Source: an optimization exercise on an open RTL-to-GDS flow (aim: small area and a short achievable clock period). Production flows keep margins and buffers that such runs may drop.
Only simulation tests tie the RTL to the original design; equivalence was not proved.
Power figures rest on the tool's default switching activity, not on a simulated workload.

// rename_unit
module rename_unit (
    input  logic        clk,
    input  logic        rst,
    input  logic        rename_valid,
    input  logic [14:0] rename_req,      
    output logic        rename_stall,
    output logic        rsp_valid,
    output logic [23:0] rename_rsp,      
    input  logic        commit_valid,
    input  logic [10:0] commit           
);
Size: about 1500 cells after synthesis, roughly 420 flip-flops, about 56 I/O pins, roughly 16000 sq um of cells after synthesis.
clock: 4.0 ns
lec_check: 0
cap_margin: 20
core_margin: 2
core_utilization: 50
setup_slack_margin: 2.0
slew_margin: 20
synth_hierarchical: 1
synth_minimum_keep_size: 0
standard.sh (not shown) runs the stock make flow with config.mk's settings and CLKGATE_MAP_FILE= SYNTH_SCRIPT=/design/flow/synth_recipe.tcl, a recipe that flattens the netlist after the stock synthesis.
==> flow/flow/run.sh <==
#!/bin/bash
# The standard layout, with the port buffers built from a plain buffer
# cell (buf_4) instead of the delay-type buffer buffer_ports picks by default
set -euo pipefail
export BUFFER_PORTS_ARGS="-buffer_cell sky130_fd_sc_hd__buf_4"
bash standard.sh > standard.log 2>&1
Change:
Settings changed: CORE_UTILIZATION 50 to 60, CTS_CLUSTER_DIAMETER from default to 70, CTS_CLUSTER_SIZE from default to 24.
The changed run ran to the end with no violations.
Total power shrinks by 15%.
Register-to-register slack degrades by 0.07 ns.
Synthesized area does not change.
Hold slack improves by 0.0049 ns.
Clock-buffer cell count shrinks by 27.
Design area shrinks by 5.1%.
Worst setup slack improves by 0.018 ns.
Die area shrinks by 16%.
Routed wire length shrinks by 2.2%.
Change:
Settings changed: CORE_UTILIZATION 60 to 50.
Worst setup slack degrades by 0.013 ns.
Count of clock-buffer cells in the layout climbs by 1.
Synthesized area stays the same.
Clock skew drops by 0.012 ns.
Non-clock buffer count climbs by 2.
Power climbs by 2.0%.
Combinational power hardly moves.
Cell area climbs by 1.5%.
Synthesized cell count does not change.
Cell count climbs by 5.1%.
Die area climbs by 19%.
Change:
Settings changed: CTS_CLUSTER_DIAMETER 70 to 80, CTS_CLUSTER_SIZE 24 to 30.
=>
- The new run produced a clean layout
- final cell count drops by 0.73%
- power went down by 5.7%
- setup slack gets better by 0.0031 ns
- area after synthesis stays the same
- global-route usage shrinks by 0.33 points
- critical path depth is unchanged
- core utilization drops by 0.81 points
- sequential share of layout area came out higher by 0.64 points
- clock power came out lower by 18%
- design area is lower by 1.4%
- register-to-register slack loses 0.02 ns

========
rename_unit, a different RTL version from the one above (not shown whole).
Size in the first run: ~1,500 cells after synthesis, roughly 420 flip-flops, roughly 56 I/O pins.
export LEC_CHECK = 0
export CAP_MARGIN = 20
export CORE_MARGIN = 2
export CORE_UTILIZATION = 70
export CTS_CLUSTER_DIAMETER = 70
export CTS_CLUSTER_SIZE = 24
export SETUP_SLACK_MARGIN = 2.0
export SLEW_MARGIN = 20
export SYNTH_HIERARCHICAL = 1
export SYNTH_MINIMUM_KEEP_SIZE = 0
create_clock -name core_clock -period 4.0 [get_ports {clk}]
==> flow/flow/run.sh <==
#!/bin/bash
# The standard layout, with the port buffers built from a plain buffer
# cell (buf_4) instead of the delay-type buffer buffer_ports picks by
# default, and the response outputs' port buffers then shrunk to buf_1
# (flow/post_gp.tcl, run after global placement)
set -euo pipefail
export BUFFER_PORTS_ARGS="-buffer_cell sky130_fd_sc_hd__buf_4"
export POST_GLOBAL_PLACE_TCL="$PWD/flow/post_gp.tcl"
bash standard.sh > standard.log 2>&1
==> flow/flow/post_gp.tcl <==
# After global placement: the registered response outputs (rsp_valid,
# rename_rsp) have a full cycle of slack, so their port buffers are made
# from the smallest buffer; rename_stall, a combinational path from the
# inputs, keeps the buffer buffer_ports gave it.
foreach port [get_ports -filter "direction == output"] {
  if {[get_full_name $port] eq "rename_stall"} { continue }
  foreach pin [get_pins -of_objects [get_nets [get_full_name $port]] -filter "direction == output"] {
    replace_cell [get_cells -of_objects $pin] sky130_fd_sc_hd__buf_1
  }
}
The first run finished with timing, DRC and antenna clean.
Rerun with:
==> flow/flow/run.sh (replaced) <==
#!/bin/bash
# The standard layout, with the port buffers built from a plain buffer
# cell (buf_4) instead of the delay-type buffer buffer_ports picks by default
set -euo pipefail
export BUFFER_PORTS_ARGS="-buffer_cell sky130_fd_sc_hd__buf_4"
bash standard.sh > standard.log 2>&1
removed: flow/flow/post_gp.tcl
Effect: Synthesized area does not change. Power rose by 1.8%. Combinational power grows by about 3%. Utilization came out higher by 0.80 points. Sequential power barely changes. Clock skew increases by 23 ps. Cell area grows by 1.0%.
Rerun with:
Settings changed: CORE_UTILIZATION 70 to 60.
What happened: The changed run completed without violations. Routed wire length goes down by 8.8%. Synthesized cell count is unchanged. Combinational power goes down by about 6%. Worst setup slack gains 6.6 ps. Clock skew goes down by 13 ps. Total power stays flat. Critical path depth does not change. Clock-buffer cell count goes up by 1. Global-route usage goes down by 7.7 points. Sequential cell count stays the same. Cell count goes up by 2.8%.
Rerun with:
--- a/flow/flow/run.sh
+++ b/flow/flow/run.sh
@@ -3 +3,3 @@
-# cell (buf_4) instead of the delay-type buffer buffer_ports picks by default
+# cell (buf_4) instead of the delay-type buffer buffer_ports picks by
+# default, and the response outputs' port buffers then shrunk to buf_1
+# (flow/post_gp.tcl, run after global placement)
@@ -5,0 +8 @@
+export POST_GLOBAL_PLACE_TCL="$PWD/flow/post_gp.tcl"
==> flow/flow/post_gp.tcl (new file) <==
# After global placement: the registered response outputs (rsp_valid,
# rename_rsp) have a full cycle of slack, so their port buffers are made
# from the smallest buffer; rename_stall, a combinational path from the
# inputs, keeps the buffer buffer_ports gave it.
foreach port [get_ports -filter "direction == output"] {
  if {[get_full_name $port] eq "rename_stall"} { continue }
  foreach pin [get_pins -of_objects [get_nets [get_full_name $port]] -filter "direction == output"] {
    replace_cell [get_cells -of_objects $pin] sky130_fd_sc_hd__buf_1
  }
}
After rerunning: The new run passed the timing, DRC and antenna checks. Count of clock-buffer cells in the layout increases by 2. Cell area shrinks slightly. Sequential share of layout area grows by 0.41 points. Register-to-register slack stays flat. Power is about the same. Global-route usage fell by 0.24 points. Utilization drops by 0.61 points.

## static timing again, ports no longer ideal
Ports are ideal in the flow. The routed layouts listed here were re-timed in OpenROAD.
Step 1, drivers: a clkbuf_16 drives clk and a buf_2 each remaining input, both assumed.
Step 2, shift: input delay + t, output delay - t, t = (earliest + latest rising clock arrival at the registers) / 2. This alone moves slack from input paths to output paths.
Slacks: ideal / step 1 / step 2; pairs: ideal / step 1.
| run | t, ns | slack for setup (ns) | latest minus earliest clock arrival (ns) | cell pins on the clock port's net |
|---|---|---|---|---|
| the first run of note 1 | 0.599 | 1.895 / 1.844 / 1.352 | 0.024 / 0.024 | 1 |
| the second run of note 1 | 0.599 | 1.913 / 1.866 / 1.389 | 0.040 / 0.039 | 1 |
| the third run of note 1 | 0.609 | 1.900 / 1.840 / 1.345 | 0.027 / 0.027 | 1 |
| the fourth run of note 1 | 0.595 | 1.903 / 1.851 / 1.389 | 0.022 / 0.023 | 1 |
| the first run of note 2 | 0.592 | 1.914 / 1.852 / 1.348 | 0.016 / 0.016 | 1 |
| the second run of note 2 | 0.599 | 1.915 / 1.856 / 1.380 | 0.039 / 0.039 | 1 |
| the third run of note 2 | 0.591 | 1.921 / 1.872 / 1.390 | 0.025 / 0.025 | 1 |
| the fourth run of note 2 | 0.593 | 1.891 / 1.845 / 1.326 | 0.019 / 0.019 | 1 |
After both steps setup and hold are still met in every run listed. The setup slack of the first run of note 2, which loses most, moves by -0.062 ns with the drivers and by -0.566 ns with both steps.
